What follows belongs to an exercise in optimizing a design on an open flow for a short achievable clock period and few clock cycles; a production flow would make more cautious choices. RTL that was checked went through simulation tests only; none was proved equivalent to the original.

==> run X <==
==> flow/design.v (excerpt) <==
module acc_top #(
  parameter int ADDR_WIDTH = acc_pkg::ADDR_WIDTH_DEF,
  parameter int CNT_WIDTH  = acc_pkg::CNT_WIDTH_DEF
) (
  input  logic                  ap_clk,
  input  logic                  ap_rst_n,
  input  logic                  ap_start,
  output logic                  ap_idle,
  output logic                  ap_ready,
  output logic                  ap_done,
  input  logic [ADDR_WIDTH-1:0] ifm_addr_base,
  input  logic [ADDR_WIDTH-1:0] wgt_addr_base,
  input  logic [ADDR_WIDTH-1:0] ofm_addr_base,
  input  logic [CNT_WIDTH-1:0]  cfg_ci,
  input  logic [CNT_WIDTH-1:0]  cfg_co,
  output logic                  ifm_rd_req,
  output logic [ADDR_WIDTH-1:0] ifm_rd_addr,
  input  logic                  ifm_rd_valid,
  input  acc_pkg::word_t        ifm_rd_data,
  output logic                  wgt_rd_req,
  output logic [ADDR_WIDTH-1:0] wgt_rd_addr,
  input  logic                  wgt_rd_valid,
  input  acc_pkg::word_t        wgt_rd_data,
  output logic                  ofm_wr_req,
  output logic [ADDR_WIDTH-1:0] ofm_wr_addr,
  output acc_pkg::word_t        ofm_wr_data,
  input  logic                  ofm_wr_ack
);
clock: 12.5 ns
lec_check: 0
cap_margin: 20
core_margin: 2
core_utilization: 40
slew_margin: 20
standard.sh (not shown) runs the stock make flow with config.mk's settings and CLKGATE_MAP_FILE= SYNTH_SCRIPT=/design/flow/synth_recipe.tcl, a recipe that flattens the netlist after the stock synthesis.
==> flow/flow/run.sh <==
#!/bin/bash
set -euo pipefail
MARGIN=${MARGIN:-7}
bash standard.sh SETUP_SLACK_MARGIN=$MARGIN ABC_CLOCK_PERIOD_IN_PS=5000 finish > standard.log 2>&1
==> run R (differences from run X) <==
--- a/flow/design.v
+++ b/flow/design.v
@@ -104,66 +104,48 @@
   end
   logic [CW-1:0]   kc_q;                 
   logic            kc_first_q, kc_last_q, cc_first_q;
   logic            i_have_q, w_have_q;
   logic            fire, i_dec;
   assign fire  = (w_have_q || wgt_rd_valid) && (i_have_q || ifm_rd_valid);
   assign i_dec = fire && (!cached_q || cc_first_q);
-  localparam int NROW = 4;               
-  localparam acc_pkg::word_t BOOTH_K = 32'hFFFD_5800;   
-  acc_pkg::word_t  op_i, op_w;
-  logic [9:0]      pp_q  [acc_pkg::LANES][NROW];
-  logic            neg_q [acc_pkg::LANES][NROW];
+  acc_pkg::word_t  op_i_q, op_w_q;
   logic            s1_v_q, s1_first_q, s1_last_q;
+  logic signed [15:0] prod_q [acc_pkg::LANES];
+  logic            s2_v_q, s2_first_q, s2_last_q;
   acc_pkg::word_t  acc_q;
-  assign op_i = i_have_q ? icache[i_rp_q] : ifm_rd_data;
-  assign op_w = w_have_q ? wq[w_rp_q]     : wgt_rd_data;
   always_ff @(posedge ap_clk) begin
     if (fire) begin
-      for (int l = 0; l < acc_pkg::LANES; l++) begin
-        for (int j = 0; j < NROW; j++) begin
-          logic [9:0] a10, m;
-          logic       bl, b0, b1, one, two, neg;
-          a10 = {{2{op_i[l*8+7]}}, op_i[l*8 +: 8]};
-          b1  = op_w[l*8 + 2*j + 1];
-          b0  = op_w[l*8 + 2*j];
-          bl  = (j == 0) ? 1'b0 : op_w[l*8 + 2*j - 1];
-          one = b0 ^ bl;
-          two = (b1 && !b0 && !bl) || (!b1 && b0 && bl);
-          neg = b1 && !(b0 && bl);
-          m   = two ? {a10[8:0], 1'b0} : (one ? a10 : 10'd0);
-          m   = m ^ {10{neg}};
-          pp_q[l][j]  <= {~m[9], m[8:0]};
-          neg_q[l][j] <= neg;
-        end
-      end
+      op_i_q <= i_have_q ? icache[i_rp_q] : ifm_rd_data;
+      op_w_q <= w_have_q ? wq[w_rp_q]     : wgt_rd_data;
     end
     s1_first_q <= kc_first_q;
     s1_last_q  <= kc_last_q;
-  end
-  acc_pkg::word_t acc_d;
-  always_comb begin
-    acc_d = (s1_first_q ? '0 : acc_q) + BOOTH_K;
-    for (int l = 0; l < acc_pkg::LANES; l++) begin
-      for (int j = 0; j < NROW; j++) begin
-        acc_d = acc_d + (32'(pp_q[l][j]) << (2*j)) + (32'(neg_q[l][j]) << (2*j));
+    if (s1_v_q) begin
+      for (int l = 0; l < acc_pkg::LANES; l++) begin
+        prod_q[l] <= $signed(op_i_q[l*8 +: 8]) * $signed(op_w_q[l*8 +: 8]);
       end
     end
+    s2_first_q <= s1_first_q;
+    s2_last_q  <= s1_last_q;
   end
+  acc_pkg::word_t acc_d;
+  assign acc_d = (s2_first_q ? '0 : acc_q) + 32'(prod_q[0]) + 32'(prod_q[1]) +
+                 32'(prod_q[2]) + 32'(prod_q[3]);
   always_ff @(posedge ap_clk) begin
-    if (s1_v_q) acc_q <= acc_d;
-    if (s1_v_q && s1_last_q) rq[r_wp_q] <= acc_d;
+    if (s2_v_q) acc_q <= acc_d;
+    if (s2_v_q && s2_last_q) rq[r_wp_q] <= acc_d;
   end
   logic [ADDR_WIDTH-1:0] o_addr_q;
   logic [CW-1:0]   oc_q;
   logic            oc_last_q;
   logic            o_out_q, o_go_q, o_kick_q;
   logic [RPW:0]    r_av_q;               
   logic            wissue, rpush;
-  assign rpush       = s1_v_q && s1_last_q;
+  assign rpush       = s2_v_q && s2_last_q;
   assign wissue      = (ofm_wr_ack && o_go_q) || o_kick_q;
   assign ofm_wr_req  = wissue;
   assign ofm_wr_addr = o_addr_q;
   assign ofm_wr_data = acc_pkg::byte_rev(rq[r_rp_q]);
   logic            wr_all_d, w_out_d, wk_last_d, w_cond;
   logic [WPW:0]    w_cred_d, w_av_d;
   logic [RPW:0]    r_cred_d, r_av_d;
@@ -217,15 +199,15 @@
       w_wp_q    <= '0; w_rp_q <= '0; r_wp_q <= '0; r_rp_q <= '0;
       i_wp_q    <= '0; i_rp_q <= '0;
       wk_q      <= '0; wc_q <= '0; wk_last_q <= 1'b0; wc_last_q <= 1'b0;
       ik_q      <= '0; ic_q <= '0; ik_last_q <= 1'b0; ic_last_q <= 1'b0;
       kc_q      <= '0;
       kc_first_q <= 1'b0; kc_last_q <= 1'b0; cc_first_q <= 1'b0;
       oc_q      <= '0; oc_last_q <= 1'b0;
-      s1_v_q    <= 1'b0;
+      s1_v_q    <= 1'b0; s2_v_q <= 1'b0;
       cached_q  <= 1'b0;
       ci_m1_q   <= '0; co_m1_q <= '0; ci_one_q <= 1'b0; co_one_q <= 1'b0;
     end else if (init_q) begin
       ci_m1_q   <= cfg_ci - 1'b1;
       co_m1_q   <= cfg_co - 1'b1;
       ci_one_q  <= (cfg_ci == CW'(1));
       co_one_q  <= (cfg_co == CW'(1));
@@ -242,15 +224,15 @@
       wk_q      <= cfg_ci - 1'b1; wc_q <= cfg_co - 1'b1;
       wk_last_q <= (cfg_ci == CW'(1)); wc_last_q <= (cfg_co == CW'(1));
       ik_q      <= cfg_ci - 1'b1; ic_q <= cfg_co - 1'b1;
       ik_last_q <= (cfg_ci == CW'(1)); ic_last_q <= (cfg_co == CW'(1));
       kc_q      <= cfg_ci - 1'b1;
       kc_first_q <= 1'b1; kc_last_q <= (cfg_ci == CW'(1)); cc_first_q <= 1'b1;
       oc_q      <= cfg_co - 1'b1; oc_last_q <= (cfg_co == CW'(1));
-      s1_v_q    <= 1'b0;
+      s1_v_q    <= 1'b0; s2_v_q <= 1'b0;
     end else begin
       w_out_q  <= w_out_d;
       w_go_q   <= w_cond;
       w_kick_q <= w_cond && !w_out_d;
       wr_all_q <= wr_all_d;
       wk_last_q <= wk_last_d;
       if (wreq) begin
@@ -282,14 +264,15 @@
           ik_last_q <= (ik_q == CW'(1));
         end
       end
       i_cred_q <= i_cred_d;
       i_av_q   <= i_av_d;
       if (ifm_rd_valid) i_wp_q <= i_wp_q + 1'b1;
       s1_v_q <= fire;
+      s2_v_q <= s1_v_q;
       if (fire) begin
         w_rp_q <= w_rp_q + 1'b1;
         if (kc_last_q) begin
           kc_q       <= ci_m1_q;
           kc_first_q <= 1'b1;
           kc_last_q  <= ci_one_q;
           cc_first_q <= 1'b0;
==> run G (differences from run X) <==
--- a/flow/design.v
+++ b/flow/design.v
@@ -49,16 +49,16 @@
   output logic [ADDR_WIDTH-1:0] ofm_wr_addr,
   output acc_pkg::word_t        ofm_wr_data,
   input  logic                  ofm_wr_ack
 );
   localparam int CW    = CNT_WIDTH;
   localparam int IDEP  = 32;             
   localparam int IPW   = 5;              
-  localparam int WDEP  = 8;              
-  localparam int WPW   = 3;              
+  localparam int WDEP  = 16;             
+  localparam int WPW   = 4;              
   localparam int RDEP  = 8;              
   localparam int RPW   = 3;              
   logic            idle_q, done_q, init_q;
   logic            lastw_q;              
   logic            accept, done_d;
   assign ap_idle  = idle_q;
   assign ap_done  = done_q;
@@ -107,52 +107,73 @@
   logic            i_have_q, w_have_q;
   logic            fire, i_dec;
   assign fire  = (w_have_q || wgt_rd_valid) && (i_have_q || ifm_rd_valid);
   assign i_dec = fire && (!cached_q || cc_first_q);
   localparam int NROW = 4;               
   localparam acc_pkg::word_t BOOTH_K = 32'hFFFD_5800;   
   acc_pkg::word_t  op_i, op_w;
-  logic [9:0]      pp_q  [acc_pkg::LANES][NROW];
-  logic            neg_q [acc_pkg::LANES][NROW];
+  acc_pkg::word_t  cs_s_q [acc_pkg::LANES];
+  acc_pkg::word_t  cs_c_q [acc_pkg::LANES];
   logic            s1_v_q, s1_first_q, s1_last_q;
   acc_pkg::word_t  acc_q;
   assign op_i = i_have_q ? icache[i_rp_q] : ifm_rd_data;
   assign op_w = w_have_q ? wq[w_rp_q]     : wgt_rd_data;
+  function automatic acc_pkg::word_t csa_s(input acc_pkg::word_t x, input acc_pkg::word_t y,
+                                           input acc_pkg::word_t z);
+    csa_s = x ^ y ^ z;
+  endfunction
+  function automatic acc_pkg::word_t csa_c(input acc_pkg::word_t x, input acc_pkg::word_t y,
+                                           input acc_pkg::word_t z);
+    csa_c = ((x & y) | (x & z) | (y & z)) << 1;
+  endfunction
+  acc_pkg::word_t  lane_s [acc_pkg::LANES];
+  acc_pkg::word_t  lane_c [acc_pkg::LANES];
+  always_comb begin
+    for (int l = 0; l < acc_pkg::LANES; l++) begin
+      acc_pkg::word_t x [NROW+1];
+      acc_pkg::word_t s1, c1, s2, c2;
+      logic [9:0] a10, m;
+      logic       bl, b0, b1, one, two, neg, negp;
+      a10  = {{2{op_i[l*8+7]}}, op_i[l*8 +: 8]};
+      negp = 1'b0;
+      for (int j = 0; j < NROW; j++) begin
+        b1  = op_w[l*8 + 2*j + 1];
+        b0  = op_w[l*8 + 2*j];
+        bl  = (j == 0) ? 1'b0 : op_w[l*8 + 2*j - 1];
+        one = b0 ^ bl;
+        two = (b1 && !b0 && !bl) || (!b1 && b0 && bl);
+        neg = b1 && !(b0 && bl);
+        m   = two ? {a10[8:0], 1'b0} : (one ? a10 : 10'd0);
+        m   = m ^ {10{neg}};
+        x[j] = (32'({~m[9], m[8:0]}) << (2*j)) | ((j == 0) ? 32'd0 : (32'(negp) << (2*j - 2)));
+        negp = neg;
+      end
+      x[NROW] = (32'(negp) << (2*NROW - 2)) | ((l == 0) ? BOOTH_K : 32'd0);
+      s1 = csa_s(x[0], x[1], x[2]);
+      c1 = csa_c(x[0], x[1], x[2]);
+      s2 = csa_s(s1, c1, x[3]);
+      c2 = csa_c(s1, c1, x[3]);
+      lane_s[l] = csa_s(s2, c2, x[4]);
+      lane_c[l] = csa_c(s2, c2, x[4]);
+    end
+  end
   always_ff @(posedge ap_clk) begin
     if (fire) begin
       for (int l = 0; l < acc_pkg::LANES; l++) begin
-        for (int j = 0; j < NROW; j++) begin
-          logic [9:0] a10, m;
-          logic       bl, b0, b1, one, two, neg;
-          a10 = {{2{op_i[l*8+7]}}, op_i[l*8 +: 8]};
-          b1  = op_w[l*8 + 2*j + 1];
-          b0  = op_w[l*8 + 2*j];
-          bl  = (j == 0) ? 1'b0 : op_w[l*8 + 2*j - 1];
-          one = b0 ^ bl;
-          two = (b1 && !b0 && !bl) || (!b1 && b0 && bl);
-          neg = b1 && !(b0 && bl);
-          m   = two ? {a10[8:0], 1'b0} : (one ? a10 : 10'd0);
-          m   = m ^ {10{neg}};
-          pp_q[l][j]  <= {~m[9], m[8:0]};
-          neg_q[l][j] <= neg;
-        end
+        cs_s_q[l] <= lane_s[l];
+        cs_c_q[l] <= lane_c[l];
       end
     end
     s1_first_q <= kc_first_q;
     s1_last_q  <= kc_last_q;
   end
   acc_pkg::word_t acc_d;
-  always_comb begin
-    acc_d = (s1_first_q ? '0 : acc_q) + BOOTH_K;
-    for (int l = 0; l < acc_pkg::LANES; l++) begin
-      for (int j = 0; j < NROW; j++) begin
-        acc_d = acc_d + (32'(pp_q[l][j]) << (2*j)) + (32'(neg_q[l][j]) << (2*j));
-      end
-    end
-  end
+  assign acc_d = (s1_first_q ? '0 : acc_q) +
+                 cs_s_q[0] + cs_c_q[0] + cs_s_q[1] + cs_c_q[1] +
+                 cs_s_q[2] + cs_c_q[2] + cs_s_q[3] + cs_c_q[3];
   always_ff @(posedge ap_clk) begin
     if (s1_v_q) acc_q <= acc_d;
     if (s1_v_q && s1_last_q) rq[r_wp_q] <= acc_d;
   end
   logic [ADDR_WIDTH-1:0] o_addr_q;
   logic [CW-1:0]   oc_q;
   logic            oc_last_q;
==> flow/flow/run.sh (replaced) <==
#!/bin/bash
set -euo pipefail
MARGIN=${MARGIN:-7.6}
bash standard.sh SETUP_SLACK_MARGIN=$MARGIN ABC_CLOCK_PERIOD_IN_PS=5000 finish > standard.log 2>&1
==> run M (differences from run X) <==
--- a/flow/design.v
+++ b/flow/design.v
@@ -49,16 +49,16 @@
   output logic [ADDR_WIDTH-1:0] ofm_wr_addr,
   output acc_pkg::word_t        ofm_wr_data,
   input  logic                  ofm_wr_ack
 );
   localparam int CW    = CNT_WIDTH;
   localparam int IDEP  = 32;             
   localparam int IPW   = 5;              
-  localparam int WDEP  = 8;              
-  localparam int WPW   = 3;              
+  localparam int WDEP  = 16;             
+  localparam int WPW   = 4;              
   localparam int RDEP  = 8;              
   localparam int RPW   = 3;              
   logic            idle_q, done_q, init_q;
   logic            lastw_q;              
   logic            accept, done_d;
   assign ap_idle  = idle_q;
   assign ap_done  = done_q;
@@ -104,66 +104,48 @@
   end
   logic [CW-1:0]   kc_q;                 
   logic            kc_first_q, kc_last_q, cc_first_q;
   logic            i_have_q, w_have_q;
   logic            fire, i_dec;
   assign fire  = (w_have_q || wgt_rd_valid) && (i_have_q || ifm_rd_valid);
   assign i_dec = fire && (!cached_q || cc_first_q);
-  localparam int NROW = 4;               
-  localparam acc_pkg::word_t BOOTH_K = 32'hFFFD_5800;   
-  acc_pkg::word_t  op_i, op_w;
-  logic [9:0]      pp_q  [acc_pkg::LANES][NROW];
-  logic            neg_q [acc_pkg::LANES][NROW];
+  acc_pkg::word_t  op_i_q, op_w_q;
   logic            s1_v_q, s1_first_q, s1_last_q;
+  logic signed [15:0] prod_q [acc_pkg::LANES];
+  logic            s2_v_q, s2_first_q, s2_last_q;
   acc_pkg::word_t  acc_q;
-  assign op_i = i_have_q ? icache[i_rp_q] : ifm_rd_data;
-  assign op_w = w_have_q ? wq[w_rp_q]     : wgt_rd_data;
   always_ff @(posedge ap_clk) begin
     if (fire) begin
-      for (int l = 0; l < acc_pkg::LANES; l++) begin
-        for (int j = 0; j < NROW; j++) begin
-          logic [9:0] a10, m;
-          logic       bl, b0, b1, one, two, neg;
-          a10 = {{2{op_i[l*8+7]}}, op_i[l*8 +: 8]};
-          b1  = op_w[l*8 + 2*j + 1];
-          b0  = op_w[l*8 + 2*j];
-          bl  = (j == 0) ? 1'b0 : op_w[l*8 + 2*j - 1];
-          one = b0 ^ bl;
-          two = (b1 && !b0 && !bl) || (!b1 && b0 && bl);
-          neg = b1 && !(b0 && bl);
-          m   = two ? {a10[8:0], 1'b0} : (one ? a10 : 10'd0);
-          m   = m ^ {10{neg}};
-          pp_q[l][j]  <= {~m[9], m[8:0]};
-          neg_q[l][j] <= neg;
-        end
-      end
+      op_i_q <= i_have_q ? icache[i_rp_q] : ifm_rd_data;
+      op_w_q <= w_have_q ? wq[w_rp_q]     : wgt_rd_data;
     end
     s1_first_q <= kc_first_q;
     s1_last_q  <= kc_last_q;
-  end
-  acc_pkg::word_t acc_d;
-  always_comb begin
-    acc_d = (s1_first_q ? '0 : acc_q) + BOOTH_K;
-    for (int l = 0; l < acc_pkg::LANES; l++) begin
-      for (int j = 0; j < NROW; j++) begin
-        acc_d = acc_d + (32'(pp_q[l][j]) << (2*j)) + (32'(neg_q[l][j]) << (2*j));
+    if (s1_v_q) begin
+      for (int l = 0; l < acc_pkg::LANES; l++) begin
+        prod_q[l] <= $signed(op_i_q[l*8 +: 8]) * $signed(op_w_q[l*8 +: 8]);
       end
     end
+    s2_first_q <= s1_first_q;
+    s2_last_q  <= s1_last_q;
   end
+  acc_pkg::word_t acc_d;
+  assign acc_d = (s2_first_q ? '0 : acc_q) + 32'(prod_q[0]) + 32'(prod_q[1]) +
+                 32'(prod_q[2]) + 32'(prod_q[3]);
   always_ff @(posedge ap_clk) begin
-    if (s1_v_q) acc_q <= acc_d;
-    if (s1_v_q && s1_last_q) rq[r_wp_q] <= acc_d;
+    if (s2_v_q) acc_q <= acc_d;
+    if (s2_v_q && s2_last_q) rq[r_wp_q] <= acc_d;
   end
   logic [ADDR_WIDTH-1:0] o_addr_q;
   logic [CW-1:0]   oc_q;
   logic            oc_last_q;
   logic            o_out_q, o_go_q, o_kick_q;
   logic [RPW:0]    r_av_q;               
   logic            wissue, rpush;
-  assign rpush       = s1_v_q && s1_last_q;
+  assign rpush       = s2_v_q && s2_last_q;
   assign wissue      = (ofm_wr_ack && o_go_q) || o_kick_q;
   assign ofm_wr_req  = wissue;
   assign ofm_wr_addr = o_addr_q;
   assign ofm_wr_data = acc_pkg::byte_rev(rq[r_rp_q]);
   logic            wr_all_d, w_out_d, wk_last_d, w_cond;
   logic [WPW:0]    w_cred_d, w_av_d;
   logic [RPW:0]    r_cred_d, r_av_d;
@@ -217,15 +199,15 @@
       w_wp_q    <= '0; w_rp_q <= '0; r_wp_q <= '0; r_rp_q <= '0;
       i_wp_q    <= '0; i_rp_q <= '0;
       wk_q      <= '0; wc_q <= '0; wk_last_q <= 1'b0; wc_last_q <= 1'b0;
       ik_q      <= '0; ic_q <= '0; ik_last_q <= 1'b0; ic_last_q <= 1'b0;
       kc_q      <= '0;
       kc_first_q <= 1'b0; kc_last_q <= 1'b0; cc_first_q <= 1'b0;
       oc_q      <= '0; oc_last_q <= 1'b0;
-      s1_v_q    <= 1'b0;
+      s1_v_q    <= 1'b0; s2_v_q <= 1'b0;
       cached_q  <= 1'b0;
       ci_m1_q   <= '0; co_m1_q <= '0; ci_one_q <= 1'b0; co_one_q <= 1'b0;
     end else if (init_q) begin
       ci_m1_q   <= cfg_ci - 1'b1;
       co_m1_q   <= cfg_co - 1'b1;
       ci_one_q  <= (cfg_ci == CW'(1));
       co_one_q  <= (cfg_co == CW'(1));
@@ -242,15 +224,15 @@
       wk_q      <= cfg_ci - 1'b1; wc_q <= cfg_co - 1'b1;
       wk_last_q <= (cfg_ci == CW'(1)); wc_last_q <= (cfg_co == CW'(1));
       ik_q      <= cfg_ci - 1'b1; ic_q <= cfg_co - 1'b1;
       ik_last_q <= (cfg_ci == CW'(1)); ic_last_q <= (cfg_co == CW'(1));
       kc_q      <= cfg_ci - 1'b1;
       kc_first_q <= 1'b1; kc_last_q <= (cfg_ci == CW'(1)); cc_first_q <= 1'b1;
       oc_q      <= cfg_co - 1'b1; oc_last_q <= (cfg_co == CW'(1));
-      s1_v_q    <= 1'b0;
+      s1_v_q    <= 1'b0; s2_v_q <= 1'b0;
     end else begin
       w_out_q  <= w_out_d;
       w_go_q   <= w_cond;
       w_kick_q <= w_cond && !w_out_d;
       wr_all_q <= wr_all_d;
       wk_last_q <= wk_last_d;
       if (wreq) begin
@@ -282,14 +264,15 @@
           ik_last_q <= (ik_q == CW'(1));
         end
       end
       i_cred_q <= i_cred_d;
       i_av_q   <= i_av_d;
       if (ifm_rd_valid) i_wp_q <= i_wp_q + 1'b1;
       s1_v_q <= fire;
+      s2_v_q <= s1_v_q;
       if (fire) begin
         w_rp_q <= w_rp_q + 1'b1;
         if (kc_last_q) begin
           kc_q       <= ci_m1_q;
           kc_first_q <= 1'b1;
           kc_last_q  <= ci_one_q;
           cc_first_q <= 1'b0;
==> flow/flow/run.sh (replaced) <==
#!/bin/bash
set -euo pipefail
MARGIN=${MARGIN:-7.6}
bash standard.sh SETUP_SLACK_MARGIN=$MARGIN ABC_CLOCK_PERIOD_IN_PS=5000 finish > standard.log 2>&1
==> summary.txt <==
- The lowest first-iteration DRC count belongs to run R, the highest to run G.
- Between run R and run G, the lower clock-buffer cell count is in run R (gap 32).
- In run X the final cell count is lower than in run M, by 10%.
- Wire length: run R < run X < run M < run G.
- Die area: run X < run R < run G < run M.
- Run R completed without violations. Run X completed without violations. Run G ran to the end with no violations. Run M finished with timing, DRC and antenna clean.
- Sequential share of layout area, lowest first: run G, run R, run M, run X.
- Critical path depth is the same in run G and run R.
==> figures <==
metric	run X	run M	run R	run G
Routed wl met3	12.2 mm	12.1 mm	13.2 mm	18.5 mm
Most frequent cell on the critical path	sky130_fd_sc_hd__fa_1	sky130_fd_sc_hd__buf_6	-	sky130_fd_sc_hd__buf_6
Reg area	59600 sq um	66100 sq um	58300 sq um	65500 sq um
Setup ws final	6.28 ns	6.91 ns	6.99 ns	6.93 ns
Post-synthesis net count	6033	6771	6369	6601
Seq/Total Area, Yosys	0.658	0.652	0.638	0.664
Routing usage on met1	0.272	0.259	0.248	0.292
Width of the die	480 um	507 um	482 um	501 um
Distinct cell type count after synthesis	77	69	75	87
Taps Inserted	2992	3348	3009	3220
Clock tree buffer count of the final layout	268	288	250	282
Filler cell count in the final layout	19200	21300	19500	20500
Reg2reg end	rq[5][31]$_DFFE_PP_	prod_q[2][15]$_DFFE_PP_	rq[1][25]$_DFFE_PP_	rq[0][29]$_DFFE_PP_
ANT cells	15	5	9	4
Stages on the worst setup path	19	4	4	4
Outcome	no timing/DRC/antenna violations	no timing/DRC/antenna violations	no timing/DRC/antenna violations	no timing/DRC/antenna violations
WL/cell	25.1 um	23.5 um	22.7 um	26.1 um
Count of flip-flops with a built-in enable after synthesis	1872	2080	1824	2064
Testbench counts of run R, summed over its fixed seeds: cycles 49,003.
Testbench counts of run M, summed over its fixed seeds: cycles 48,957.
No functional check of the RTL was part of run X and run G.

static timing again, ports no longer ideal:
Ports are ideal in the flow. The routed layouts listed here were re-timed in OpenROAD.
Step 1 sets driving cells, clkbuf_16 on the clock port and buf_2 on the other inputs (assumed; they add their load-dependent delay and slew).
Step 2 adds t to the input delays and takes it off the output delays; t is the mean of the earliest and latest rising clock arrival at the registers after step 1. Input paths then give back, and output paths get back, about the clock's delay inside the block.
Three values: no drivers, after step 1, after step 2; two values: the first two.
run	shift t [ns]	setup slack, ns	worst setup path at the end	latest minus earliest clock arrival (ns)	pins driven straight from the clock port
run X	0.913	6.276 / 6.276 / 6.276	register to register	0.062 / 0.063	1
run R	0.917	6.985 / 6.914 / 6.914	input to output	0.050 / 0.050	1
run G	0.949	6.932 / 6.885 / 6.612	input to register	0.091 / 0.091	1
run M	0.943	6.906 / 6.873 / 6.873	input to output	0.096 / 0.096	1
After both steps setup and hold are still met in every run listed. For run G, which loses most, drivers alone change the setup slack by -0.047 ns; drivers and shift together by -0.320 ns.
